Context: an optimization exercise on an open-source flow, tuned for small area and few clock cycles. The choices shown serve that exercise and are no tape-out recipe.
The RTL was checked by simulation tests, not by an equivalence proof against the original design.
No run shown here takes its clock network from TritonCTS; it comes from the design's own scripts or RTL.
No driver is modelled on the clock port, so clock power and skew are understated where the tree is cut down; a real chip needs a root buffer or a tree.
No activity file was given, so power comes from the tool's default toggle rates.

--- design/flow/config.mk ---
export PLATFORM = sky130hd
export DESIGN_NAME = bmp_stream_to_rgb565_pixels
export DESIGN_NICKNAME = bmp_stream_to_rgb565_pixels
export VERILOG_FILES = /design/flow/design.v
export SDC_FILE = /design/flow/constraint.sdc
export NUM_CORES = 4
export LEC_CHECK = 0
export CAP_MARGIN = 20
export CORE_MARGIN = 2
export CORE_UTILIZATION = 40
export SLEW_MARGIN = 20
--- design/flow/flow/abc_area.script ---
strash
dc2
dch -f
amap
strash
dc2
dch -f
amap
strash
dc2
dch -f
amap
topo
--- design/flow/flow/clock_tree.tcl ---
# Clock distribution, run as ORFS's PRE_CTS_TCL hook. The clock port drives four
# sky130_fd_sc_hd__clkbuf_16 buffers, one per quarter of the registers (split at the median x,
# then each half at its median y), each placed at its quarter's centre and driving that
# quarter's clock pins: one buffer level for every register, so all clock paths match in
# structure. It takes the place of clock_tree_synthesis's H-tree (a root and eight leaf
# buffers for this design's ~84 registers); the rest of ORFS's CTS step (legalisation,
# timing repair) runs as usual.
set block [ord::get_db_block]
set clk [$block findNet clk]
set sinks {}
foreach it [$clk getITerms] {
  set box [[$it getInst] getBBox]
  lappend sinks [list $it [expr {([$box xMin] + [$box xMax]) / 2}] \
                          [expr {([$box yMin] + [$box yMax]) / 2}]]
}
proc my_split_half {lst idx} {
  set s [lsort -integer -index $idx $lst]
  set h [expr {[llength $s] / 2}]
  return [list [lrange $s 0 [expr {$h - 1}]] [lrange $s $h end]]
}
set groups {}
foreach half [my_split_half $sinks 1] {
  foreach quarter [my_split_half $half 2] {
    lappend groups $quarter
  }
}
set master [[ord::get_db] findMaster sky130_fd_sc_hd__clkbuf_16]
set k 0
foreach g $groups {
  set n [llength $g]
  if {$n == 0} { continue }
  set sx 0
  set sy 0
  foreach s $g {
    incr sx [lindex $s 1]
    incr sy [lindex $s 2]
  }
  set buf [odb::dbInst_create $block $master "clkbuf_q$k"]
  set net [odb::dbNet_create $block "clknet_q$k"]
  $net setSigType CLOCK
  [$buf findITerm A] connect $clk
  [$buf findITerm X] connect $net
  foreach s $g {
    set it [lindex $s 0]
    $it disconnect
    $it connect $net
  }
  $buf setLocation [expr {$sx / $n}] [expr {$sy / $n}]
  $buf setPlacementStatus PLACED
  puts "clock buffer clkbuf_q$k drives $n clock pins"
  incr k
}
# The tree is built: CTS proper only has to switch timing to propagated clocks.
proc clock_tree_synthesis {args} {
  set_propagated_clock [all_clocks]
}
--- design/flow/constraint.sdc ---
create_clock -name core_clock -period 5.0 [get_ports {clk}]
set_input_delay 1.0000 -clock core_clock [delete_from_list [all_inputs] [get_ports {clk}]]
set_output_delay 1.0000 -clock core_clock [all_outputs]
set_load 0.01 [all_outputs]
--- design/flow/design.v ---
package bmpd_pkg;
    localparam logic [15:0] KEY_COLOR = 16'hF81F;
    localparam logic [7:0]  SIG_B     = 8'h42;
    localparam logic [7:0]  SIG_M     = 8'h4D;
    function automatic logic [11:0] inc12(input logic [11:0] a);
        logic c;
        c = 1'b1;
        for (int i = 0; i < 12; i++)
        begin
            inc12[i] = a[i] ^ c;
            c        = c & a[i];
        end
    endfunction
    function automatic logic [11:0] dec12(input logic [11:0] a);
        logic b;
        b = 1'b1;
        for (int i = 0; i < 12; i++)
        begin
            dec12[i] = a[i] ^ b;
            b        = b & ~a[i];
        end
    endfunction
    function automatic logic [15:0] dec16(input logic [15:0] a);
        logic b;
        b = 1'b1;
        for (int i = 0; i < 16; i++)
        begin
            dec16[i] = a[i] ^ b;
            b        = b & ~a[i];
        end
    endfunction
    function automatic logic [3:0] dec4(input logic [3:0] a);
        logic b;
        b = 1'b1;
        for (int i = 0; i < 4; i++)
        begin
            dec4[i] = a[i] ^ b;
            b       = b & ~a[i];
        end
    endfunction
    function automatic logic [11:0] add11(input logic [10:0] a, input logic [10:0] b);
        logic c;
        logic c6;
        logic cg;
        logic pp;
        logic p;
        c = 1'b0;
        for (int i = 0; i < 6; i++)
        begin
            add11[i] = a[i] ^ b[i] ^ c;
            c        = (a[i] & b[i]) | (c & (a[i] ^ b[i]));
        end
        c6 = c;
        cg = 1'b0;
        pp = 1'b1;
        for (int i = 6; i < 11; i++)
        begin
            p        = a[i] ^ b[i];
            add11[i] = p ^ (cg | (c6 & pp));
            cg       = (a[i] & b[i]) | (cg & p);
            pp       = pp & p;
        end
        add11[11] = cg | (c6 & pp);
    endfunction
endpackage
`default_nettype none
module bmpd_cfg_regs
(
    input  wire logic        clk,
    input  wire logic        rst_n,
    input  wire logic        cfg_valid,
    input  wire logic [1:0]  cfg_index,
    input  wire logic [10:0] cfg_data,
    output logic      [10:0] origin_x,
    output logic      [10:0] origin_y,
    output logic             keyed_mode
);
    always_ff @(posedge clk or negedge rst_n)
    begin
        if (!rst_n)
        begin
            origin_x   <= '0;
            origin_y   <= '0;
            keyed_mode <= 1'b0;
        end
        else if (cfg_valid)
        begin
            if (cfg_index == 2'd0) origin_x   <= cfg_data;
            if (cfg_index == 2'd1) origin_y   <= cfg_data;
            if (cfg_index == 2'd2) keyed_mode <= cfg_data[0];
        end
    end
endmodule
`default_nettype wire
`default_nettype none
module bmp_stream_to_rgb565_pixels
(
    input  wire logic         clk,
    input  wire logic         rst_n,
    input  wire logic         in_valid,
    output logic              in_ready,
    input  wire logic [7:0]   in_data,
    input  wire logic         in_file_start,
    output logic              out_valid,
    input  wire logic         out_ready,
    output logic [1:0]        out_kind,
    output logic [15:0]       out_color,
    output logic [11:0]       out_x,
    output logic [11:0]       out_y,
    output logic              out_visible,
    output logic              out_row_end,
    output logic              out_image_done,
    input  wire logic         cfg_valid,
    output logic              cfg_ready,
    input  wire logic [1:0]   cfg_index,
    input  wire logic [10:0]  cfg_data
);
    logic [10:0] origin_x;
    logic [10:0] origin_y;
    logic        keyed;
    assign cfg_ready = 1'b1;
    bmpd_cfg_regs u_cfg
    (
        .clk        (clk),
        .rst_n      (rst_n),
        .cfg_valid  (cfg_valid),
        .cfg_index  (cfg_index),
        .cfg_data   (cfg_data),
        .origin_x   (origin_x),
        .origin_y   (origin_y),
        .keyed_mode (keyed)
    );
    logic        valid;
    logic [11:0] col,  col_n;
    logic [11:0] rows, rows_n;
    logic [11:0] wid,  wid_n;
    logic [15:0] cnt,  cnt_n;
    logic [3:0]  clr;
    logic [15:0] color, color_n;
    logic        fa,   fa_n;
    logic        fb,   fb_n;
    logic        b16,  b16_n;
    logic        b32,  b32_n;
    logic        accept;
    logic        res;
    logic        hdr;
    logic [4:0]  hp;
    logic [11:0] col_inc;
    logic [11:0] rows_dec;
    logic [15:0] cnt_dec;
    logic        row_end;
    logic        last_row;
    logic        done;
    logic        dead;
    logic        last_lane;
    logic        started;
    logic        pix_byte;
    logic [3:0]  lane_dec;
    logic [1:0]  pad;
    logic        fmt_bad;
    logic        size_bad;
    assign in_ready = !valid || out_ready;
    assign accept   = in_valid && in_ready;
    assign col_inc  = bmpd_pkg::inc12(col);
    assign rows_dec = bmpd_pkg::dec12(rows);
    assign cnt_dec  = bmpd_pkg::dec16(cnt);
    assign hp  = in_file_start ? 5'd1 : col[4:0];
    assign hdr = in_file_start || (col[11] && (col[4:0] != 5'h1F));
    assign row_end   = (col == wid);
    assign last_row  = (rows == 12'd0);
    assign started   = !col[11];
    assign color     = {cnt[15:4], clr};
    assign pix_byte  = started ? (cnt[3:2] == 2'b11) : (cnt == 16'd15);
    assign lane_dec  = bmpd_pkg::dec4(cnt[3:0]);
    assign done      = row_end && last_row && !((cnt[3:2] == 2'b11) && (cnt[1:0] != 2'b11));
    assign dead      = fa || fb || done;
    assign last_lane = b16 ? (cnt[1:0] == 2'd2) :
                       b32 ? (cnt[1:0] == 2'd0) :
                             (cnt[1:0] == 2'd1);
    assign pad       = b16 ? {!wid[0], 1'b0} :
                       b32 ? 2'd0 :
                             {wid[1] ^ wid[0], !wid[0]};
    assign fmt_bad  = fa || (in_data != 8'h00);
    assign size_bad = fb || rows[11] || wid[11];
    always_comb
    begin
        col_n  = col;
        rows_n = rows;
        wid_n  = wid;
        cnt_n  = cnt;
        color_n = color;
        fa_n   = fa;
        fb_n   = fb;
        b16_n  = b16;
        b32_n  = b32;
        res    = 1'b0;
        if (hdr)
        begin
            col_n = in_file_start ? 12'hFE2 : col_inc;
            if (hp[4])
            begin
                cnt_n = cnt_dec;
            end
            case (hp)
                5'd1:        
                begin
                    fa_n = (in_data != bmpd_pkg::SIG_B);
                    fb_n = 1'b0;
                end
                5'd2:        
                begin
                    fa_n = 1'b0;
                    if (fa || (in_data != bmpd_pkg::SIG_M))
                    begin
                        fb_n  = 1'b1;
                        col_n = 12'hFFF;
                        res   = 1'b1;
                    end
                end
                5'd11:       
                begin
                    cnt_n[7:0] = in_data;
                end
                5'd12:       
                begin
                    cnt_n[15:8] = in_data;
                    if ((in_data == 8'h00) && (cnt[7:5] == 3'd0) && (cnt[4:1] != 4'hF))
                    begin
                        fa_n = 1'b1;
                    end
                end
                5'd13, 5'd14:    
                begin
                    if (in_data != 8'h00)
                    begin
                        fa_n = 1'b1;
                    end
                end
                5'd19, 5'd23:    
                begin
                    rows_n[7:0] = in_data;
                end
                5'd20, 5'd24:    
                begin
                    rows_n[11:8] = in_data[3:0];
                    if (in_data[7:4] != 4'h0)
                    begin
                        fb_n = 1'b1;
                    end
                end
                5'd21:       
                begin
                    rows_n = rows_dec;
                    if (in_data != 8'h00)
                    begin
                        fb_n = 1'b1;
                    end
                end
                5'd22:       
                begin
                    wid_n = rows;
                    if (in_data != 8'h00)
                    begin
                        fb_n = 1'b1;
                    end
                end
                5'd25, 5'd26:   
                begin
                    if (in_data != 8'h00)
                    begin
                        fb_n = 1'b1;
                    end
                end
                5'd27:       
                begin
                    rows_n = rows_dec;
                end
                5'd29:       
                begin
                    b16_n = (in_data == 8'h10);
                    b32_n = (in_data == 8'h20);
                    if (!((in_data == 8'h10) || (in_data == 8'h18) || (in_data == 8'h20)))
                    begin
                        fa_n = 1'b1;
                    end
                end
                5'd30:       
                begin
                    fa_n = fmt_bad || size_bad;
                    fb_n = !fmt_bad && size_bad;
                    res  = fmt_bad || size_bad;
                end
                default:
                begin
                end
            endcase
        end
        else if (!dead)
        begin
            if (!pix_byte)
            begin
                cnt_n = started ? {cnt[15:4], lane_dec} : cnt_dec;
            end
            else
            begin
                if (cnt[1:0] == 2'd3)
                begin
                    col_n  = row_end ? 12'd0 : col_inc;
                    rows_n = row_end ? rows_dec : rows;
                end
                if (b16)
                begin
                    if (cnt[1:0] == 2'd3) color_n[7:0]  = in_data;
                    if (cnt[1:0] == 2'd2) color_n[15:8] = in_data;
                end
                else
                begin
                    if (cnt[1:0] == 2'd3) color_n[4:0]   = in_data[7:3];
                    if (cnt[1:0] == 2'd2) color_n[10:5]  = in_data[7:2];
                    if (cnt[1:0] == 2'd1) color_n[15:11] = in_data[7:3];
                end
                cnt_n[15:4] = color_n[15:4];
                if (last_lane)
                begin
                    res        = 1'b1;
                    cnt_n[3:0] = row_end ? bmpd_pkg::dec4({2'b00, pad}) : 4'hF;
                end
                else
                begin
                    cnt_n[3:0] = lane_dec;
                end
            end
        end
    end
    always_ff @(posedge clk or negedge rst_n)
    begin
        if (!rst_n)
        begin
            valid <= 1'b0;
            col   <= 12'hFE1;
        end
        else
        begin
            valid <= (accept && res) || (valid && !out_ready);
            if (accept)
            begin
                col <= col_n;
            end
        end
    end
    always_ff @(posedge clk)
    begin
        if (accept)
        begin
            rows <= rows_n;
            wid  <= wid_n;
            cnt  <= cnt_n;
            clr  <= color_n[3:0];
            fa   <= fa_n;
            fb   <= fb_n;
            b16  <= b16_n;
            b32  <= b32_n;
        end
    end
    logic pix;
    assign pix            = !(fa || fb);
    assign out_valid      = valid;
    assign out_kind       = {fa, fb};
    assign out_color      = !pix   ? 16'h0000 :
                            keyed  ? color : {color[7:0], color[15:8]};
    assign out_x          = pix ? bmpd_pkg::add11(origin_x, col[10:0])  : 12'h000;
    assign out_y          = pix ? bmpd_pkg::add11(origin_y, rows[10:0]) : 12'h000;
    assign out_visible    = pix && !(keyed && (color == bmpd_pkg::KEY_COLOR));
    assign out_row_end    = pix && row_end;
    assign out_image_done = pix && row_end && last_row;
endmodule
`default_nettype wire
--- design/flow/standard.sh ---
#!/bin/bash
# synth_recipe.tcl (not shown) runs the flow's synth.tcl, then flattens the netlist and writes it again
# the make line also repeats each setting of config.mk as NAME=value (left out here)
make -C /OpenROAD-flow-scripts/flow DESIGN_CONFIG=/design/flow/config.mk WORK_HOME=/design/flow/orfs CLKGATE_MAP_FILE= SYNTH_SCRIPT=/design/flow/synth_recipe.tcl "${@:-finish}"
--- design/flow/flow/run.sh ---
#!/bin/bash
# Own layout flow: the standard flow, with
#  - synthesis: the standard flow's synthesis script and ORFS's synth.tcl as they are, except that the one
#    ABC technology-mapping call uses flow/abc_area.script (area-recovering mapping) instead of
#    ORFS's speed script; registers are mapped before ABC and are untouched by it,
#  - the port buffers made as sky130_fd_sc_hd__buf_1 instead of the default pick,
#  - the clock tree built by flow/clock_tree.tcl (one level of four clkbuf_16 buffers) in place
#    of clock_tree_synthesis's H-tree.
# The full output of the run goes to standard.log in this folder; ORFS keeps each step's own
# log under orfs/logs/.
set -euo pipefail
W=$(pwd)
line='  log_cmd abc {*}$abc_args'
[[ $(grep -cxF "$line" "$FLOW_HOME/scripts/synth.tcl") == 1 ]]
awk -v s="$W/flow/abc_area.script" -v l="$line" \
  '$0 == l { print "  set abc_args [lreplace $abc_args 1 1 " s "]" } { print }' \
  "$FLOW_HOME/scripts/synth.tcl" > "$W/synth_area.tcl"
src='source $::env(SCRIPTS_DIR)/synth.tcl'
[[ $(grep -cxF "$src" synth_recipe.tcl) == 1 ]]
awk -v s="source $W/synth_area.tcl" -v l="$src" '{ print ($0 == l ? s : $0) }' \
  synth_recipe.tcl > "$W/synth_recipe_area.tcl"
bash standard.sh \
  "SYNTH_SCRIPT=$W/synth_recipe_area.tcl" \
  "BUFFER_PORTS_ARGS=-buffer_cell sky130_fd_sc_hd__buf_1" \
  "PRE_CTS_TCL=$W/flow/clock_tree.tcl" \
  finish > standard.log 2>&1
==> run summary, run 1 <==
post-detail-place hpwl roughly 12000 um; clock skew between 8 and 9 ps; Starting Density about two fifths; Period minus WS final about 4800 ps; Post-synth ARST share between 40% and 50%; synthesized area per cell around 9.3 um2; drt pass-1 iters 8; setup_tns 0 ps; largest net degree at the start of global routing 45; antenna cells 0; Worst Reg-to-Reg Cells 15; # Max-Cap Violations 0; switching power about 1.0 mW; Top FF cell, synth edfxtp_1; Worst setup EP type output pin; fin area 6142 um2; synth unique cells between 40 and 50; GP Congestion about 0.94; pwr/cell area around 400 nW/um2; Int Pwr 1.482 mW; Post-Layout Cell Count 850; first-pass GRT wire length 24410 um; Total Power between 2 and 2.5 mW; Area Overhead vs Synth 12.05%; total gr overflow 0; Gate power share between 40% and 50%; die area 14660 um2; FMAX just over 200 MHz; clock share of power 13.2%; Worst-Margin Slew 1035 ps; area post-placement roughly 6000 um2; Hold Crit Class flop to flop; Core Footprint 13300 um2; IO buf count 73; headroom to the max-slew limit a little under a third; Worst-path clk slew around 90 ps; Placement Rows between 40 and 50; Area contributors post-synth edfxtp_1, dfrtp_1, ha_1; Sw Ratio roughly two fifths; Setup violations, final 0; LEAKAGE 2.265 nW; Layout fillers between 1000 and 1500; Cells after Synth 590; Die Height 121.1 um; Max IR drop VDD roughly 0.16 mV; Hold Path Stages 0; Clock Latency Late Sink 160 ps; width of the chip around 120 um; share of layout cells above drive strength 1 ~4.3%; io pins 75; Tcrit/Tclk final between 90 and 100%; Synthesized Nets between 600 and 700; crit path launch type flop; placed cells 843; Reg area roughly 2400 um2; multi-input logic area 2685 um2; Overall Global Routing Usage about a fifth; Seq/Total Area, Yosys between 40 and 50%; Max Slew Vio Count 0; Yosys top cell area share between 20% and 30%; vias in the first global route 4652; Initial DRC Count roughly 460; Hold Vio Cnt, Final 0; CP Data Required Time 4000 ps; drt drc 0; final hold slack about 480 ps; nets about 770; yosys warns 2; WL final 15360 um; critical path type flop to output pin; synthesized area 5482 um2; crit-path max FO 3; largest area contributor in the netlist edfxtp_1; Reg power frac a little over two fifths; Hold Buf Count CTS 0; initial antenna violation count 0; EDFF count, synth 48; via count 4893; WL/cell between 15 and 20 um; CP arrival between 3000 and 4000 ps; post-route ant nets 0; Yosys reg bits 84; drt via density 5.756; outcome timing/DRC/antenna clean
## layout make-up
type,count,area share [%]
timing repair buffer,83,5.745
multi-input combinational,388,43.72
tap,176,3.585
sequential,84,38.30
inverter,115,7.028
buffer,4,1.630
## cell usage in the layout, fill, tap and decap left out, types with 10 or more instances in the layout
master / n
ha_1: 50
nand3_1: 10
clkinv_1: 115
o22ai_1: 30
a22oi_1: 12
nand4_1: 10
nand2_1: 35
a21oi_1: 14
buf_4: 10
o221ai_1: 11
dfrtp_1: 28
nor2_1: 80
edfxtp_1: 48
buf_1: 70
nor3_1: 27
a221oi_1: 17
o21ai_0: 25
## cells by family (layout without fill, tap and decap cells)
logic type	count (synthesis)	after routing	synth area share, %
fa+ha+maj	62	62	15.80
flops	84	84	42.91
compound gates	142	142	18.12
other cells	1	1	0.06841
simple gates	183	183	14.81
buf+inv	118	202	8.286
## synthesized netlist by cell type, drive strengths merged (2+ instances only)
cell type and n:
o22ai 30, o22a 3, fa 12, or3 5, edfxtp 48, a222oi 2, a22oi 12, a2111oi 2
nand4 10, a221oi 17, a21oi 14, a32oi 3, nand2 35, buf 3, a211oi 4, dfrtp 28
nor2b 5, nor4 6, ha 50, o211ai 2, o221ai 11, clkinv 115, nor2 80, or2 2
dfstp 8, nand3 10, nor3 27, o21ai 25, o21a 8
## state kept, by name (all words and copies together) (netlist names)
name	flops
cnt	16
col	12
fb	1
u_cfg.origin_x	11
fa	1
b16	1
clr	4
wid	12
valid	1
rows	12
b32	1
u_cfg.keyed_mode	1
u_cfg.origin_y	11
## power groups by stage
| stage | Combinational (mW) | Clock, mW | Sequential, mW |
|---|---|---|---|
| 2_1_floorplan | 0.759 | 0 | 1.02 |
| 4_1_cts | 1.10 | 0.330 | 1.04 |
| 5_1_grt | 1.26 | 0.349 | 1.06 |
| 3_3_place_gp | 1.04 | 0 | 1.06 |
| 6_report | 1.12 | 0.328 | 1.04 |
| 3_5_place_dp | 1.08 | 0 | 1.06 |
## worst paths after layout
path	slack (ps)	endpoint	startpoint
worst min register to register	480	wid[1]	rows[1]
max in group asynchronous	3450	u_cfg.origin_x[9]	rst_n
worst min-delay path	480	wid[1]	rows[1]
worst max-delay path	150	out_x[11]	col[0]
worst max register to register	1180	col[1]	col[0]
min in group asynchronous	960	u_cfg.origin_y[10]	rst_n
## critical path: stages (launching register included)
cell      delay (ps)
dfstp_2          550
ha_1             140
clkinv_1          70
fa_1             400
fa_2             370
fa_2             350
fa_1             410
fa_2             390
clkinv_1          60
a21oi_1           50
nor2_1           130
o21a_1           170
o21a_1           150
o21a_1           150
nor2_1            60
nor2_1           100
clkbuf_2         150
## layer usage
metal / vias up / GRT usage (%) / share of wire, %
met4: 0 / 4.288 / 2.5
met1: 2382 / 32.04 / 46
met3: 27 / 1.974 / 6.8
met2: 177 / 32.23 / 45
li1: 2307 / - / -
met5: - / 0 / 0
## stage by stage
| stage | utilization [%] | worst slack [ps] |
|---|---|---|
| 2_1_floorplan | - | 494.1 |
| 4_1_cts | 45.99 | 1.664 |
| 3_3_place_gp | 45.18 | 290.4 |
| 5_1_grt | 46.20 | -6.223 |
| 6_report | 46.20 | 153.7 |
| 3_5_place_dp | 45.18 | 110.4 |
## timing repair
| action | in CTS | in global routing |
|---|---|---|
| pin swaps | 0 | 2 |
| setup endpoints to repair | 1 | 4 |
| buffers inserted | 1 | 2 |
| resized for setup | 0 | 7 |
Testbench counts, summed over its fixed seeds: cycles 73,616.
==> run 2, diff against run 1 <==
==> design/flow/flow/abc_area.script (replaced) <==
strash
dc2
dch -f
amap
strash
dc2
dch -f
amap
strash
dch -f
amap
topo
==> run 2 against run 1 <==
Compared with the run above:
- wire length increased by 1.2%
- flip-flop and latch count did not move
- first-iteration DRC count shrank 19%
- global-route usage is 0.27 points higher
- largest power group is now sequential cells
- total power down 6.1%
- critical endpoint is now out_y[11]
- final cell count rose by 0.59%
- highest routed layer unchanged
==> run summary, run 2 <==
outcome timing/DRC/antenna clean; Post-synth ARST share between 40% and 50%; Starting Density a little over 40%; GP Congestion between 0.9 and 1; Area Overhead vs Synth 11.84%; top routing layer used met4; synth unique cells 40; Worst-path clk slew about 80 ps; setup ws final around 170 ps; nets slightly below 800; Worst Reg-to-Reg Cells 15; Yosys reg bits between 80 and 90; Setup violations, final 0; pwr/cell area around 380 nW/um2; share of layout cells above drive strength 1 about 4.4%; first-pass GRT wire length around 25000 um; Setup WS pre-CTS 168.0 ps; Synthesized Nets 686; EDFF count, synth 48; post-detail-place hpwl between 10000 and 15000 um; Hold Crit Start rows[1]; Crit-path slowest cell edfxtp_1; yosys warns 2; FMAX about 210 MHz; crit-path max FO 4; clock skew roughly 13 ps; CP Data Required Time 4000 ps; Hold Path Stages 0; crit path launch type flop; Routed met2 length about 7400 um; IO buf count 73; Finished Core Util between 40% and 50%; Worst R2R Setup Slack around 900 ps; initial antenna violation count 0; critical path type flop to output pin; Period minus WS final approximately 4800 ps; drt via density between 5 and 6; vias in the first global route 4686; # Max-Cap Violations 0; Initial DRC Count between 300 and 400; Seq/Total Area, Yosys 42.64%; worst-path cell chain ha_1 > clkinv_1 > fa_1 > fa_1 > fa_1 > fa_2 > fa_2 > clkinv_1 > a21oi_1 > nor2_1 > o21a_1 > o21a_1 > or2_1 > and2_0 > nor2_1 > nor2_1 > clkbuf_2; Top FF cell, synth edfxtp_1; WL/cell between 15 and 20 um; crit path buf inv count 3; Placement Rows 42; Core Footprint approximately 13000 um2; worst r2r src col[11]; Max Slew Vio Count 0; Critical Path Max Stage Delay about 420 ps; Synth top cells by count clkinv_1, nor2_1, ha_1; Overall Global Routing Usage a little over a fifth; reg2reg end rows[2]; largest area contributor in the netlist edfxtp_1; Worst setup EP type output pin; Largest Register cnt; headroom to the max-slew limit roughly a third; Max IR drop VDD between 0.15 and 0.2 mV; Clock Latency Late Sink 160 ps; Area contributors post-synth edfxtp_1, dfrtp_1, ha_1; WL final 15550 um; delay-heaviest family, CP adder cells; antenna cells 0; via count 4848; drt drc 0; die area about 15000 um2; total gr overflow 0; Post-Layout Cell Count 855; Hold Crit Class flop to flop; width of the chip 121.4 um; synthesized area per cell 9.240 um2; met3 WL between 700 and 800 um; CP arrival 3830 ps; largest net degree at the start of global routing 43; Hold Buf Count CTS 0; Yosys top cell area share a little over a quarter; setup_tns 0 ps; Worst-Margin Slew a little under 1000 ps; drt pass-1 iters 4; Hold EP wid[1]; LEAKAGE roughly 2.3 nW; Cells after Synth a little under 600; Metal-1 WL ~7300 um; most frequent cells in the layout clkinv_1, nor2_1, buf_1; io pins 75; post-route ant nets 0; Die Height 121.4 um; Tcrit/Tclk final slightly below 100%; placed cells 847; max reg flops 16; synthesized area 5517 um2; Total Power between 2 and 2.5 mW; Hold Vio Cnt, Final 0
-- run 2: cell count changes in the layout (fill, tap and decap cells not counted), sizes merged, moves of 5 or more --
cell and delta:
nand3 +5, nor2 +19, o22ai -5, o22a +11, nand2 -9, o21a +7, clkinv -16, o21ai -5
o221ai -8, a21oi +18
-- run 2: how the worst max path moves through the flow --
stage,endpoint,from,cells past startpoint,slack (ps)
after floorplan,out_x[11],col[0],15,480
after global placement,out_x[11],col[0],16,290
after detailed placement,out_y[11],rows[0],17,170
after CTS,out_x[11],col[0],16,10
after global routing,out_x[11],col[0],16,-2
final,out_y[11],rows[0],17,170
-- run 2: cells by family (layout without fill, tap and decap cells) --
| kind of cell | after synthesis | after routing | synth area share [%] |
|---|---|---|---|
| AND/OR/NAND/NOR | 190 | 190 | 14.99 |
| other | 1 | 1 | 0.06798 |
| buffers and inverters | 102 | 184 | 7.145 |
| adder cells (fa/ha/maj) | 62 | 62 | 15.70 |
| AO/OA/AOI/OAI | 158 | 158 | 19.46 |
| flip-flops | 84 | 84 | 42.64 |
-- run 2: routing by layer --
| metal | GRT usage, % | vias to the layer above |
|---|---|---|
| met5 | 0 | - |
| met4 | 2.011 | 0 |
| met3 | 1.081 | 13 |
| met2 | 35.92 | 133 |
| met1 | 31.26 | 2381 |
| li1 | - | 2321 |
-- run 2: timing repair --
action | CTS | global route
setup endpoints to repair | 0 | 5
gates resized for setup | 0 | 11
hold endpoints to repair | 0 | 0
setup buffers | 0 | 4
-- run 2: power by group --
group / switching [mW] / internal [mW] / leakage (nW)
clock network: 0.181 / 0.146 / 0.0493
logic: 0.614 / 0.379 / 1.38
registers: 0.119 / 0.895 / 0.831
-- run 2: worst register-to-register path, cell delays in order (launching register included) --
cell       delay, ps
dfstp_2          580
clkinv_1         170
a21oi_1          160
o21ai_0          110
a2111oi_0        280
nand3_1          130
nor4_1           630
o311ai_0         360
nand4_1          220
clkinv_1         100
nand2_1          110
o21ai_0          100
buf_4            210
clkinv_1         230
a21oi_1          120
o21a_1           280
-- run 2: stage by stage --
stage	instance area, um2	hold WS [ps]
after CTS	6120	472.5
after global routing	6170	491.0
final	6170	477.6
after detailed placement	6020	451.8
after floorplan	5517	434.9
after global placement	6020	444.2
-- run 2: final cells by class --
cell class | instances | area (um2)
Fill cell | 1331 | 7178
Multi-Input combinational cell | 411 | 2788
Tap cell | 176 | 220.2
Inverter | 99 | 371.6
Sequential cell | 84 | 2352
Timing Repair Buffer | 81 | 337.8
Buffer | 4 | 100.1
==> run 3, diff against run 2 <==
--- a/design/flow/design.v
+++ b/design/flow/design.v
@@ -12,10 +12,10 @@
         end
     endfunction
-    function automatic logic [11:0] dec12(input logic [11:0] a);
+    function automatic logic [10:0] dec11(input logic [10:0] a);
         logic b;
         b = 1'b1;
-        for (int i = 0; i < 12; i++)
+        for (int i = 0; i < 11; i++)
         begin
-            dec12[i] = a[i] ^ b;
+            dec11[i] = a[i] ^ b;
             b        = b & ~a[i];
         end
@@ -133,6 +133,6 @@
     logic        valid;
     logic [11:0] col,  col_n;
-    logic [11:0] rows, rows_n;
-    logic [11:0] wid,  wid_n;
+    logic [10:0] rows, rows_n;
+    logic [10:0] wid,  wid_n;
     logic [15:0] cnt,  cnt_n;
     logic [3:0]  clr;
@@ -147,5 +147,5 @@
     logic [4:0]  hp;
     logic [11:0] col_inc;
-    logic [11:0] rows_dec;
+    logic [10:0] rows_dec;
     logic [15:0] cnt_dec;
     logic        row_end;
@@ -163,10 +163,10 @@
     assign accept   = in_valid && in_ready;
     assign col_inc  = bmpd_pkg::inc12(col);
-    assign rows_dec = bmpd_pkg::dec12(rows);
+    assign rows_dec = bmpd_pkg::dec11(rows);
     assign cnt_dec  = bmpd_pkg::dec16(cnt);
     assign hp  = in_file_start ? 5'd1 : col[4:0];
     assign hdr = in_file_start || (col[11] && (col[4:0] != 5'h1F));
-    assign row_end   = (col == wid);
-    assign last_row  = (rows == 12'd0);
+    assign row_end   = (col == {1'b0, wid});
+    assign last_row  = (rows == 11'd0);
     assign started   = !col[11];
     assign color     = {cnt[15:4], clr};
@@ -182,5 +182,5 @@
                              {wid[1] ^ wid[0], !wid[0]};
     assign fmt_bad  = fa || (in_data != 8'h00);
-    assign size_bad = fb || rows[11] || wid[11];
+    assign size_bad = fb;
     always_comb
     begin
@@ -243,6 +243,7 @@
                 5'd20, 5'd24:    
                 begin
-                    rows_n[11:8] = in_data[3:0];
-                    if (in_data[7:4] != 4'h0)
+                    rows_n[10:8] = in_data[2:0];
+                    if ((in_data[7:4] != 4'h0) ||
+                        (in_data[3] != ((in_data[2:0] == 3'd0) && (rows[7:0] == 8'd0))))
                     begin
                         fb_n = 1'b1;
@@ -370,5 +371,5 @@
                             keyed  ? color : {color[7:0], color[15:8]};
     assign out_x          = pix ? bmpd_pkg::add11(origin_x, col[10:0])  : 12'h000;
-    assign out_y          = pix ? bmpd_pkg::add11(origin_y, rows[10:0]) : 12'h000;
+    assign out_y          = pix ? bmpd_pkg::add11(origin_y, rows) : 12'h000;
     assign out_visible    = pix && !(keyed && (color == bmpd_pkg::KEY_COLOR));
     assign out_row_end    = pix && row_end;
==> design/flow/flow/abc_area.script (replaced) <==
strash
dc2
dch -f
amap
strash
dc2
dch -f
amap
strash
dc2
dch -f
amap
topo
==> run 3 against run 2 <==
Compared with the run above:
- clock power about the same
- still clean
- worst hold slack worse by 13 ps
- core utilization up 0.22 points
- largest cell class unchanged
- critical endpoint unchanged
- critical path depth unchanged
- wire length down 3.1%
==> run summary, run 3 <==
outcome timing/DRC/antenna clean; Placement Rows 42; # Max-Cap Violations 0; WL final 15070 um; Worst setup EP type output pin; nets between 700 and 800; total gr overflow 0; vias in the first global route 4567; die area 14520 um2; setup ws final 226.7 ps; Core Footprint 13240 um2; Cells after Synth 597; Max IR drop VDD 0.1660 mV; Top FF cell, synth edfxtp_1; Synth top cells by count clkinv_1, nor2_1, ha_1; fin area slightly above 6000 um2; unrepaired setup endpoints after global routing false; Hold Vio Cnt, Final 0; CP arrival 3770 ps; synthesized area per cell between 9 and 10 um2; Finished Core Util a little under half; largest net degree at the start of global routing 37; Worst-Margin Slew approximately 800 ps; yosys warns 2; FMAX approximately 210 MHz; share of layout cells above drive strength 1 between 5 and 6%; pwr/cell area 404.2 nW/um2; Largest Register cnt; Layout fillers 1330; post-route ant nets 0; Die Height about 120 um; first-pass GRT wire length ~25000 um; Starting Density between 40% and 50%; crit-path max FO 3; Hold Buf Count CTS 0; Yosys reg bits 82; Setup WS pre-CTS a little over 200 ps; clock skew roughly 13 ps; critical path type flop to output pin; Area contributors post-synth edfxtp_1, dfrtp_1, ha_1; area post-placement approximately 5900 um2; largest registers cnt (16), col (12); antenna cells 0; Tcrit/Tclk final between 90 and 100%; commonest non-fill, non-tap cell in the layout clkinv_1; crit path launch type flop; Setup violations, final 0; io pins 75; EDFF count, synth 46; Post-Layout Cell Count 860; drt pass-1 iters 7; Max Slew Vio Count 0; Yosys top cell area share approximately a quarter; Worst-path clk slew 90 ps; drt via density ~5.6; Period minus WS final 4773 ps; Seq/Total Area, Yosys 42.23%; CP Data Required Time roughly 4000 ps; synth unique cells 42; Clock Latency Late Sink approximately 160 ps; placed cells around 850; post-detail-place hpwl 11900 um; setup_tns 0 ps; headroom to the max-slew limit a little under half; largest area contributor in the netlist edfxtp_1; drt drc 0; Post-synth ARST share ~44%; width of the chip ~120 um; Area Overhead vs Synth 13.30%; most frequent cell after synthesis clkinv_1; Hold Crit Class flop to flop; synthesized area between 5000 and 6000 um2; Initial DRC Count 243; Overall Global Routing Usage 21.06%; LEAKAGE approximately 2.3 nW; max reg flops 16; IO buf count 73; initial antenna violation count 0; WL/cell roughly 18 um; most frequent cells in the layout clkinv_1, nor2_1, buf_1; Synthesized Nets around 700; via count around 4800; GP Congestion around 0.94
run 3: changes by cell type in the layout (fill, tap and decap cells not counted), moves of 4 or more:
cell	before	now
a21oi_1	32	13
o22a_1	14	1
clkinv_1	99	110
o21ai_0	20	31
o21a_1	15	6
nand2_1	26	34
nor2_1	99	91
nor3_1	24	31
a22oi_1	13	8
o32ai_1	1	6
buf_4	8	12
run 3: report_power, final:
| part | total (mW) | switching, mW | internal (mW) |
|---|---|---|---|
| sequential | 1.05 | 0.139 | 0.914 |
| combinational | 1.11 | 0.689 | 0.417 |
| clock | 0.327 | 0.181 | 0.146 |
run 3: final timing paths:
| path | from | end | cells after the start | slack (ps) |
|---|---|---|---|---|
| min in group asynchronous | rst_n | u_cfg.origin_y[10] | 1 | 790 |
| min | rows[1] | wid[1] | 0 | 460 |
| max in group asynchronous | rst_n | col[11] | 2 | 3660 |
| max reg2reg | rows[0] | rows[0] | 17 | 1090 |
| min reg2reg | rows[1] | wid[1] | 0 | 460 |
| max | rows[0] | out_y[11] | 17 | 230 |
run 3: kinds of logic after synthesis:
group	Yosys count	share of synthesized area (%)
AOI/OAI and AO/OA	139	17.38
adders and majority gates	61	15.72
xor gates and xnor gates	1	0.1614
other	1	0.06909
buffers and inverters	113	8.022
DFF	82	42.23
and+or+nand+nor	200	16.41
run 3: layout make-up:
| cell class | instances | area [um2] | share of cell area, % |
|---|---|---|---|
| Multi-Input combinational cell | 402 | 2729 | 44.37 |
| Inverter | 110 | 412.9 | 6.714 |
| Tap cell | 176 | 220.2 | 3.581 |
| Buffer | 4 | 100.1 | 1.628 |
| Sequential cell | 82 | 2292 | 37.27 |
| Timing Repair Buffer | 86 | 395.4 | 6.429 |
run 3: per-layer routing:
metal	wire length [um]	vias up	track usage (%)
li1	-	2336	-
met1	7060	2289	30.91
met2	6984	155	35.20
met3	791	16	1.226
met4	238	0	3.125
met5	0	-	0
run 3: worst max-delay path, stage by stage (launching register included):
cell and delay, ps:
edfxtp_1 380, ha_1 160, clkinv_1 70, fa_1 380
fa_2 350, fa_2 350, fa_2 370, fa_2 420
clkinv_1 70, a21oi_1 50, nor2_1 160, o21a_1 200
o21a_1 140, or2_1 110, and2_0 150, nor2_1 50
nor2_1 80, clkbuf_2 140
run 3: repair_timing:
item                       in CTS  in global routing
setup endpoints to repair       0                  4
resized for setup               0                 13
setup buffers                   0                  7
run 3: stage by stage:
| stage | power, mW | hold slack (ps) |
|---|---|---|
| final | 2.486 | 464.4 |
| after global routing | 2.684 | 493.0 |
| after CTS | 2.438 | 466.7 |
| after detailed placement | 2.110 | 445.1 |
| after global placement | 2.095 | 444.2 |
| after floorplan | 1.756 | 434.9 |
Testbench counts of run 3, summed over its fixed seeds: cycles 73,616.
==> run 4, diff against run 3 <==
==> design/flow/flow/abc_area.script (replaced) <==
strash
dc2
dch -f
amap
strash
dc2
dch -f
amap
strash
dch -f
amap
topo
==> run 4 against run 3 <==
Compared with the run above:
- clock power decreased by 1%
- first-iteration DRC count up 140%
- total power shrank 5.2%
- critical endpoint is now out_x[7]
==> run summary, run 4 <==
Setup violations, final 0; pwr/cell area 389.0 nW/um2; Yosys top cell area share approximately a quarter; LEAKAGE between 2 and 2.5 nW; Synthesized Nets between 600 and 700; Post-Layout Cell Count between 800 and 900; share of layout cells above drive strength 1 just over 4%; Die Height 120.3 um; Finished Core Util a little under half; Yosys reg bits ~80; Synth top cells by count nor2_1, clkinv_1, ha_1; Worst-Margin Slew roughly 940 ps; worst r2r src col[4]; drt drc 0; Max IR drop VDD roughly 0.16 mV; Placement Rows 42; Total Power 2.358 mW; largest registers cnt (16), col (12); initial antenna violation count 0; vias in the first global route 4658; post-route ant nets 0; Hold Path Stages 0; post-synthesis adder-cell area fraction 15.76%; drt pass-1 iters 5; most frequent cells in the layout nor2_1, clkinv_1, buf_1; reg2reg end rows[5]; Crit-path slowest cell dfstp_2; via count ~4800; yosys warns 2; fin area 6061 um2; Hold Crit Class flop to flop; Top FF cell, synth edfxtp_1; commonest non-fill, non-tap cell in the layout nor2_1; headroom to the max-slew limit a little under two fifths; largest net degree at the start of global routing 44; Post-synth ARST share a little over two fifths; Cells after Synth about 600; Hold Vio Cnt, Final 0; Worst setup EP type output pin; setup_tns 0 ps; GR Util met3 0.8491%; drt via density about 5.7; placed cells 835; nets ~760; crit-path max FO 7; # Max-Cap Violations 0; synthesized area per cell between 9 and 10 um2; antenna cells 0; Synth Area in Simple Gates about 16%; Max Slew Vio Count 0; met1 usage ~33%; Layout fillers 1336; Initial DRC Count 580; most frequent cell after synthesis nor2_1; Clock Latency Late Sink around 160 ps; EDFF count, synth 46; Overall Global Routing Usage 21.48%; CP Data Required Time ~4000 ps; GRT busiest layer met2; Worst Reg-to-Reg Cells 15; area post-placement slightly below 6000 um2; largest family of logic cells by synthesized area compound AO/OA/AOI/OAI gates; Area contributors post-synth edfxtp_1, dfrtp_1, ha_1; WL/cell between 15 and 20 um; post-synthesis mux area share 0%; Worst R2R Setup Slack 760 ps; outcome timing/DRC/antenna clean; synth unique cells 39; Tcrit/Tclk final 96.65%; critical path type flop to output pin; total gr overflow 0; GR Layer Usage met2 between 30% and 40%; largest area contributor in the netlist edfxtp_1; post-detail-place hpwl ~12000 um; FMAX ~210 MHz; IO buf count 73; synthesized area approximately 5400 um2; worst-path cell chain ha_1 > clkinv_1 > fa_2 > fa_2 > fa_2 > fa_2 > fa_2 > buf_4 > fa_1 > a211oi_1 > buf_1; CP arrival between 3000 and 4000 ps; Compound-Gate Fraction of Synth Area between 10% and 20%; die area 14480 um2; Hold Crit Start rows[1]; Starting Density a little over 40%; WL final roughly 15000 um; Worst-path clk slew ~90 ps; Core Footprint 13240 um2; max reg flops 16; Area Overhead vs Synth 11.95%; width of the chip roughly 120 um; Critical Path Max Stage Delay roughly 600 ps; first-pass GRT wire length approximately 25000 um; clock skew approximately 15 ps; Hold Buf Count CTS 0; most used cell, CP fa_2; Synth Area in XOR/XNOR less than 1%; Period minus WS final approximately 4800 ps; crit path launch type flop; Setup WS pre-CTS ~210 ps; GP Congestion 0.9199; Hold EP wid[1]; io pins 75; final hold slack between 400 and 500 ps; Largest Register cnt; Seq/Total Area, Yosys a little over two fifths; setup ws final about 170 ps
## run 4: layer usage
layer / wire [um] / share of wire [%]
met3: 974 / 6.3
met5: 0 / 0
met4: 244 / 1.6
met1: 7025 / 46
met2: 7186 / 47
## run 4: repair_timing
item / 4_1_cts / 5_1_grt
setup endpoints to repair: 0 / 4
setup buffers: 0 / 4
gates resized for setup: 0 / 7
endpoints found under the hold margin: 0 / 0
## run 4: layout make-up
class                           count  area [um2]  area share, %
Inverter                          100       375.4          6.193
Tap cell                          176       220.2          3.633
Sequential cell                    82        2292          37.82
Buffer                              4       100.1          1.652
Multi-Input combinational cell    400        2736          45.15
Timing Repair Buffer               81       336.6          5.553
## run 4: critical path: cells and delay by family, from the launching register on
| family | cells | cell delay, ps |
|---|---|---|
| flip-flops | 1 | 600 |
| AO/OA/AOI/OAI | 1 | 300 |
| buffers and inverters | 3 | 430 |
| adder cells (fa/ha/maj) | 7 | 2360 |
## run 4: where the power goes
| group | leakage [nW] | switching [mW] | internal [mW] | total [mW] |
|---|---|---|---|---|
| clock network | 0.0493 | 0.177 | 0.146 | 0.323 |
| logic | 1.32 | 0.642 | 0.395 | 1.04 |
| registers | 0.813 | 0.113 | 0.885 | 0.998 |
## run 4: worst max-delay path by stage
stage                 from   endpoint  slack [ps]
detailed placement  col[0]  out_x[11]         210
CTS                 col[0]  out_x[11]          20
floorplan           col[0]  out_x[11]         490
global placement    col[0]  out_x[11]         300
global route        col[0]  out_x[11]         -20
finish              col[0]   out_x[7]         170
## run 4: kinds of logic (layout without fill, tap and decap cells)
| group | after synthesis | count (layout) |
|---|---|---|
| other | 1 | 1 |
| xor gates and xnor gates | 1 | 1 |
| buffers and inverters | 103 | 185 |
| adders and majority gates | 61 | 61 |
| DFF | 82 | 82 |
| and+or+nand+nor | 196 | 196 |
| AOI/OAI and AO/OA | 141 | 141 |
==> run 5, diff against run 4 <==
--- a/design/flow/design.v
+++ b/design/flow/design.v
@@ -165,6 +165,6 @@
     assign rows_dec = bmpd_pkg::dec11(rows);
     assign cnt_dec  = bmpd_pkg::dec16(cnt);
-    assign hp  = in_file_start ? 5'd1 : col[4:0];
-    assign hdr = in_file_start || (col[11] && (col[4:0] != 5'h1F));
+    assign hp  = in_file_start ? 5'd0 : col[4:0];
+    assign hdr = in_file_start || (col[11] && (col[4:1] != 4'hF));
     assign row_end   = (col == {1'b0, wid});
     assign last_row  = (rows == 11'd0);
@@ -197,16 +197,16 @@
         if (hdr)
         begin
-            col_n = in_file_start ? 12'hFE2 : col_inc;
-            if (hp[4])
+            col_n = in_file_start ? 12'h801 : col_inc;
+            if (hp[4] || (hp[3:0] == 4'hF))     
             begin
                 cnt_n = cnt_dec;
             end
             case (hp)
-                5'd1:        
+                5'd0:        
                 begin
                     fa_n = (in_data != bmpd_pkg::SIG_B);
                     fb_n = 1'b0;
                 end
-                5'd2:        
+                5'd1:        
                 begin
                     fa_n = 1'b0;
@@ -214,13 +214,13 @@
                     begin
                         fb_n  = 1'b1;
-                        col_n = 12'hFFF;
+                        col_n = 12'h81F;
                         res   = 1'b1;
                     end
                 end
-                5'd11:       
+                5'd10:       
                 begin
                     cnt_n[7:0] = in_data;
                 end
-                5'd12:       
+                5'd11:       
                 begin
                     cnt_n[15:8] = in_data;
@@ -230,5 +230,5 @@
                     end
                 end
-                5'd13, 5'd14:    
+                5'd12, 5'd13:    
                 begin
                     if (in_data != 8'h00)
@@ -237,9 +237,9 @@
                     end
                 end
-                5'd19, 5'd23:    
+                5'd18, 5'd22:    
                 begin
                     rows_n[7:0] = in_data;
                 end
-                5'd20, 5'd24:    
+                5'd19, 5'd23:    
                 begin
                     rows_n[10:8] = in_data[2:0];
@@ -250,5 +250,5 @@
                     end
                 end
-                5'd21:       
+                5'd20:       
                 begin
                     rows_n = rows_dec;
@@ -258,5 +258,5 @@
                     end
                 end
-                5'd22:       
+                5'd21:       
                 begin
                     wid_n = rows;
@@ -266,5 +266,5 @@
                     end
                 end
-                5'd25, 5'd26:   
+                5'd24, 5'd25:   
                 begin
                     if (in_data != 8'h00)
@@ -273,9 +273,9 @@
                     end
                 end
-                5'd27:       
+                5'd26:       
                 begin
                     rows_n = rows_dec;
                 end
-                5'd29:       
+                5'd28:       
                 begin
                     b16_n = (in_data == 8'h10);
@@ -286,5 +286,5 @@
                     end
                 end
-                5'd30:       
+                5'd29:       
                 begin
                     fa_n = fmt_bad || size_bad;
@@ -307,5 +307,5 @@
                 if (cnt[1:0] == 2'd3)
                 begin
-                    col_n  = row_end ? 12'd0 : col_inc;
+                    col_n  = (row_end || col[11]) ? 12'd0 : col_inc;
                     rows_n = row_end ? rows_dec : rows;
                 end
@@ -339,5 +339,5 @@
         begin
             valid <= 1'b0;
-            col   <= 12'hFE1;
+            col   <= 12'h800;
         end
         else
==> run 5 against run 4 <==
Compared with the run above:
- still clean
- cell area is 0.87% lower
- register-to-register slack gained 50 ps
- combinational power down 15%
- die area shrank 0.92%
- clock skew is 5.3 ps higher
- sequential share of layout area is 0.18 points higher
- via count up 0.37%
- worst hold slack worse by 12 ps
- clock power barely moved
- final cell count is 0.12% lower
- wire length shrank 2.0%
- critical path type unchanged
==> run summary, run 5 <==
outcome timing/DRC/antenna clean; Area Overhead vs Synth 12.04%; CP Data Required Time approximately 4000 ps; yosys warns 2; Worst-Margin Slew between 900 and 1000 ps; nets between 700 and 800; placed cells roughly 830; Synth Area in XOR/XNOR 0%; largest area contributor in the netlist edfxtp_1; drt pass-1 iters 5; drt via density just under 6; Clock Latency Late Sink about 160 ps; largest registers cnt (16), col (12); # Max-Cap Violations 0; post-synthesis mux area share 0%; max reg flops 16; unrepaired setup endpoints after global routing true; most frequent cells in the layout nor2_1, clkinv_1, buf_1; total gr overflow 0; CP arrival around 3800 ps; critical path type flop to output pin; clock skew between 15 and 20 ps; Synth top cells by count nor2_1, clkinv_1, ha_1; pwr/cell area about 350 nW/um2; Post-synth ARST share about 44%; WL final 15120 um; most frequent cell after synthesis nor2_1; initial antenna violation count 0; largest net degree at the start of global routing 37; io pins 75; delay-heaviest family, CP adder cells; Max Slew Vio Count 0; most used cell, CP fa_1; IO buf count 73; Setup violations, final 0; area post-placement 5873 um2; largest family of logic cells by synthesized area compound AO/OA/AOI/OAI gates; LEAKAGE 2.228 nW; EDFF count, synth 46; via count slightly below 5000; Cells after Synth 583; Die Height 119.8 um; share of layout cells above drive strength 1 2.703%; crit-path max FO 4; Area contributors post-synth edfxtp_1, dfrtp_1, ha_1; drt drc 0; Worst-path clk slew 100 ps; Yosys top cell area share between 20 and 30%; Worst setup EP type output pin; Seq/Total Area, Yosys a little over two fifths; Compound-Gate Fraction of Synth Area 19.13%; Yosys reg bits between 80 and 90; Synthesized Nets 671; Period minus WS final between 4000 and 5000 ps; Total Power 2.130 mW; fin area about 6000 um2; Post-Layout Cell Count 842; GP Congestion roughly 0.97; Tcrit/Tclk final between 90% and 100%; synthesized area per cell about 9 um2; headroom to the max-slew limit approximately 33%; worst-path cell chain ha_1 > clkinv_1 > fa_1 > fa_1 > fa_1 > fa_1 > fa_1 > clkinv_1 > a21oi_1 > nor2_1 > o21a_1 > o21a_1 > o21a_1 > nor2_1 > nor2_1 > buf_1; first-pass GRT wire length around 25000 um; width of the chip 119.8 um; commonest non-fill, non-tap cell in the layout nor2_1; post-route ant nets 0; Max IR drop VDD ~0.16 mV; crit path buf inv count 3; Overall Global Routing Usage between 20% and 30%; Hold Vio Cnt, Final 0; Starting Density 40.66%; post-detail-place hpwl around 12000 um; WL/cell ~18 um; Top FF cell, synth edfxtp_1; antenna cells 0; FMAX roughly 210 MHz; Hold Crit Class flop to flop; final hold slack about 450 ps; synth unique cells 38; crit path launch type flop; synthesized area ~5400 um2; Hold Buf Count CTS 0; Finished Core Util between 40% and 50%; Crit-path slowest cell fa_1; die area between 10000 and 15000 um2; vias in the first global route approximately 4700; Critical Path Max Stage Delay approximately 430 ps; Synth Area in Simple Gates between 15 and 20%; Initial DRC Count 333; Core Footprint approximately 13000 um2; Largest Register cnt; Placement Rows 42; post-synthesis adder-cell area fraction 15.91%
## run 5: changes by cell type in the layout (fill, tap and decap cells not counted), sizes merged, moves of 5 or more
cell	previous run	this run
dfstp	8	1
o32ai	9	0
a22oi	7	2
nand2	13	26
o22ai	18	29
dfrtp	28	35
nor3	34	25
a21oi	26	35
clkinv	100	92
o21ai	21	29
## run 5: final cells by class
class,instances,area [um2]
repair buffers,82,345.3
flip-flops and latches,82,2283
multi-input cells,406,2714
plain buffers,4,100.1
inverters,92,345.3
fillers,1319,7182
well taps,176,220.2
## run 5: worst register-to-register path: cells and delay by family (launching register included)
family                 cells  cell delay, ps
AND/OR/NAND/NOR            7            1710
flip-flops                 1             470
buffers and inverters      2             560
AO/OA/AOI/OAI              4            1140
## run 5: worst paths after layout
kind | from | endpoint | slack (ps) | cells after the start
setup / recovery | col[0] | out_x[11] | 220 | 16
hold / removal | rows[1] | wid[1] | 450 | 0
setup reg to reg | col[4] | rows[1] | 810 | 13
hold reg to reg | rows[1] | wid[1] | 450 | 0
max in group asynchronous | rst_n | u_cfg.origin_x[3] | 3400 | 1
min in group asynchronous | rst_n | col[0] | 1000 | 1
## run 5: cell families (layout without fill, tap and decap cells)
| group | Yosys count | in the layout |
|---|---|---|
| adders and majority gates | 61 | 61 |
| buffers and inverters | 95 | 178 |
| other | 1 | 1 |
| and+or+nand+nor | 190 | 190 |
| DFF | 82 | 82 |
| AOI/OAI and AO/OA | 154 | 154 |
## run 5: per-layer routing
layer  vias to the layer above  routed length [um]  GRT usage [%]
li1                       2284                   -              -
met1                      2359                6886          31.52
met2                       180                6921          34.14
met3                        30                1005          2.044
met4                         0                 310          3.529
met5                         -                   0              0
## run 5: where the power goes
| group | leakage (nW) | switching (mW) | internal (mW) | total [mW] |
|---|---|---|---|---|
| sequential | 0.838 | 0.0827 | 0.841 | 0.923 |
| clock | 0.0493 | 0.178 | 0.146 | 0.324 |
| combinational | 1.34 | 0.563 | 0.319 | 0.882 |
| total | 2.23 | 0.824 | 1.31 | 2.13 |
## run 5: through the flow
step,setup TNS (ps),worst slack (ps)
final,0,220.8
after global routing,-40.61,-24.56
after CTS,0,191.7
after detailed placement,0,364.8
after global placement,0,479.9
after floorplan,0,641.3
## run 5: timing repair
action	4_1_cts	5_1_grt
hold endpoints to repair	0	0
resized for setup	0	3
buffers inserted	0	4
endpoints found under the setup margin	0	3
Testbench counts of run 5, summed over its fixed seeds: cycles 73,616.
==> run 6, diff against run 5 <==
--- a/design/flow/flow/run.sh
+++ b/design/flow/flow/run.sh
@@ -5,5 +5,5 @@
 #    ORFS's speed script; registers are mapped before ABC and are untouched by it,
 #  - the port buffers made as sky130_fd_sc_hd__buf_1 instead of the default pick,
-#  - the clock tree built by flow/clock_tree.tcl (one level of four clkbuf_16 buffers) in place
+#  - the clock tree built by flow/clock_tree.tcl (one level of four buf_12 buffers) in place
 #    of clock_tree_synthesis's H-tree.
 # The full output of the run goes to standard.log in this folder; ORFS keeps each step's own
--- a/design/flow/flow/clock_tree.tcl
+++ b/design/flow/flow/clock_tree.tcl
@@ -1,4 +1,4 @@
 # Clock distribution, run as ORFS's PRE_CTS_TCL hook. The clock port drives four
-# sky130_fd_sc_hd__clkbuf_16 buffers, one per quarter of the registers (split at the median x,
+# sky130_fd_sc_hd__buf_12 buffers, one per quarter of the registers (split at the median x,
 # then each half at its median y), each placed at its quarter's centre and driving that
 # quarter's clock pins: one buffer level for every register, so all clock paths match in
@@ -25,5 +25,5 @@
   }
 }
-set master [[ord::get_db] findMaster sky130_fd_sc_hd__clkbuf_16]
+set master [[ord::get_db] findMaster sky130_fd_sc_hd__buf_12]
 set k 0
 foreach g $groups {
==> run 6 against run 5 <==
Compared with the run above:
- still clean
- total power decreased by 0.20%
- sequential power about the same
- cell area decreased by 0.33%
- flip-flop and latch count unchanged
- fmax decreased by 0.21%
- die area unchanged
- clock power decreased by 5%
- via count decreased by 0.68%
- combinational power increased by 1%
- critical path type unchanged
==> run summary, run 6 <==
yosys warns 2; crit-path max FO 4; largest registers cnt (16), col (12); Yosys top cell area share 25.76%; drt via density ~5.7; Crit-path slowest cell fa_1; Worst setup EP type output pin; antenna cells 0; post-route ant nets 0; Post-Layout Cell Count approximately 840; Worst-path clk slew around 100 ps; Placement Rows between 40 and 50; Synth top cells by count nor2_1, clkinv_1, ha_1; via count 4820; Setup violations, final 0; Core Footprint approximately 13000 um2; most frequent cells in the layout nor2_1, clkinv_1, buf_1; max reg flops 16; GP Congestion 0.9672; Synthesized Nets 671; outcome timing/DRC/antenna clean; FMAX roughly 210 MHz; largest area contributor in the netlist edfxtp_1; worst-path cell chain ha_1 > clkinv_1 > fa_1 > fa_1 > fa_1 > fa_1 > fa_1 > clkinv_1 > a21oi_1 > nor2_1 > o21a_1 > o21a_1 > o21a_1 > nor2_1 > nor2_1 > buf_1; most used cell, CP fa_1; drt drc 0; synth unique cells 38; Critical Path Max Stage Delay around 430 ps; critical path type flop to output pin; width of the chip about 120 um; area post-placement between 5000 and 6000 um2; IO buf count 73; Clock Latency Late Sink about 130 ps; largest net degree at the start of global routing 37; synthesized area per cell about 9.2 um2; Cells after Synth around 580; setup_tns 0 ps; WL/cell about 18 um; Largest Register cnt; Seq/Total Area, Yosys a little over two fifths; clock skew about 14 ps; placed cells approximately 830; first-pass GRT wire length 24780 um; die area 14350 um2; share of layout cells above drive strength 1 between 2 and 3%; Tcrit/Tclk final between 90% and 100%; Initial DRC Count between 300 and 400; commonest non-fill, non-tap cell in the layout nor2_1; post-detail-place hpwl between 10000 and 15000 um; synthesized area approximately 5400 um2; Post-synth ARST share 43.90%; delay-heaviest family, CP adder cells; Top FF cell, synth edfxtp_1; Period minus WS final about 4800 ps; crit path buf inv count 3; Area Overhead vs Synth 11.67%; Yosys reg bits 82; Max IR drop VDD around 0.15 mV; nets 756; CP Data Required Time 4000 ps; Starting Density a little over 40%; Max Slew Vio Count 0; EDFF count, synth 46; headroom to the max-slew limit between 30% and 40%; drt pass-1 iters 8; io pins 75; Worst-Margin Slew approximately 1000 ps; most frequent cell after synthesis nor2_1; Die Height ~120 um; fin area around 6000 um2; Hold Vio Cnt, Final 0; CP arrival 3790 ps; Area contributors post-synth edfxtp_1, dfrtp_1, ha_1; vias in the first global route 4699; crit path launch type flop; initial antenna violation count 0; Hold Crit Class flop to flop; pwr/cell area 354.9 nW/um2; WL final 15290 um; # Max-Cap Violations 0; LEAKAGE between 2 and 2.5 nW; Overall Global Routing Usage 21.26%; total gr overflow 0
[run 6: where the power goes]
part | internal, mW | switching [mW] | total (mW)
Clock | 0.130 | 0.179 | 0.309
Sequential | 0.841 | 0.0831 | 0.924
Combinational | 0.322 | 0.570 | 0.892
[run 6: worst paths after layout]
| kind | from | endpoint | slack [ps] | depth (start not counted) |
|---|---|---|---|---|
| worst max-delay path | col[0] | out_x[11] | 210 | 16 |
| worst min-delay path | rows[1] | wid[1] | 460 | 0 |
| worst max register to register | col[4] | rows[1] | 740 | 13 |
| worst min register to register | rows[1] | wid[1] | 460 | 0 |
| max in group asynchronous | rst_n | u_cfg.origin_x[1] | 3390 | 1 |
| min in group asynchronous | rst_n | u_cfg.keyed_mode | 1020 | 1 |
[run 6: metrics by stage]
stage / worst slack [ps] / util (%) / hold WS [ps] / total power [mW]
after global routing: -52.25 / 45.40 / 484.4 / 2.265
after floorplan: 641.3 / - / 434.9 / 1.502
after CTS: 197.1 / 45.13 / 459.9 / 2.098
final: 210.6 / 45.40 / 458.1 / 2.125
after detailed placement: 364.8 / 44.53 / 454.1 / 1.786
after global placement: 479.9 / 44.53 / 444.7 / 1.760
[run 6: routing by layer]
| metal | share of wire, % | GRT usage, % | wire length (um) | vias to the layer above |
|---|---|---|---|---|
| met5 | 0 | 0 | 0 | - |
| met4 | 1.3 | 3.162 | 206 | 0 |
| met3 | 6.5 | 2.329 | 999 | 16 |
| met2 | 46 | 34.46 | 7059 | 188 |
| met1 | 46 | 31.46 | 7024 | 2327 |
| li1 | - | - | - | 2289 |
[run 6: cell families after synthesis]
kind of cell / count (synthesis) / share of synthesized area, %
AND/OR/NAND/NOR: 190 / 15.45
AO/OA/AOI/OAI: 154 / 19.13
buffers and inverters: 95 / 6.859
flip-flops: 82 / 42.58
adder cells (fa/ha/maj): 61 / 15.91
other: 1 / 0.06993
[run 6: repair_timing]
item | in CTS | in global routing
setup buffers | 0 | 4
resized for setup | 0 | 3
hold buffers | 0 | 0
setup endpoints to repair | 0 | 3
[run 6: layout make-up]
type | instances | area [um2]
buffer | 4 | 80.08
multi-input combinational | 406 | 2714
fill | 1320 | 7202
tap | 176 | 220.2
inverter | 92 | 345.3
timing repair buffer | 82 | 345.3
sequential | 82 | 2283

[separate check: timing with driven ports]
Ports are ideal in the flow. The routed layouts listed here were re-timed in OpenROAD.
Step 1: set_driving_cell puts a clkbuf_16 on clk and a buf_2 on each other input, an assumption about the parent block.
Step 2 moves the port delays by t, midway between the first and last clock arrival at a register: inputs arrive t later, outputs are due t later. That takes back most of the time a late clock gives input paths.
a / b / c = ideal / step 1 / step 2; a / b = the first two.
| run | t, ns | setup WS [ns] | worst hold slack (ns) | worst setup path at the end |
|---|---|---|---|---|
| run 1 | 0.239 | 0.154 / 0.065 / 0.304 | 0.477 / 0.477 / 0.477 | register to output |
| run 2 | 0.238 | 0.170 / 0.084 / 0.322 | 0.478 / 0.478 / 0.478 | register to output |
| run 3 | 0.235 | 0.227 / 0.143 / 0.378 | 0.464 / 0.464 / 0.464 | register to output |
| run 4 | 0.236 | 0.167 / 0.081 / 0.318 | 0.465 / 0.465 / 0.465 | register to output |
| run 5 | 0.232 | 0.221 / 0.139 / 0.372 | 0.453 / 0.453 / 0.453 | register to output |
| run 6 | 0.218 | 0.211 / 0.119 / 0.337 | 0.458 / 0.458 / 0.458 | register to output |
After both steps setup and hold are still met in every run listed.
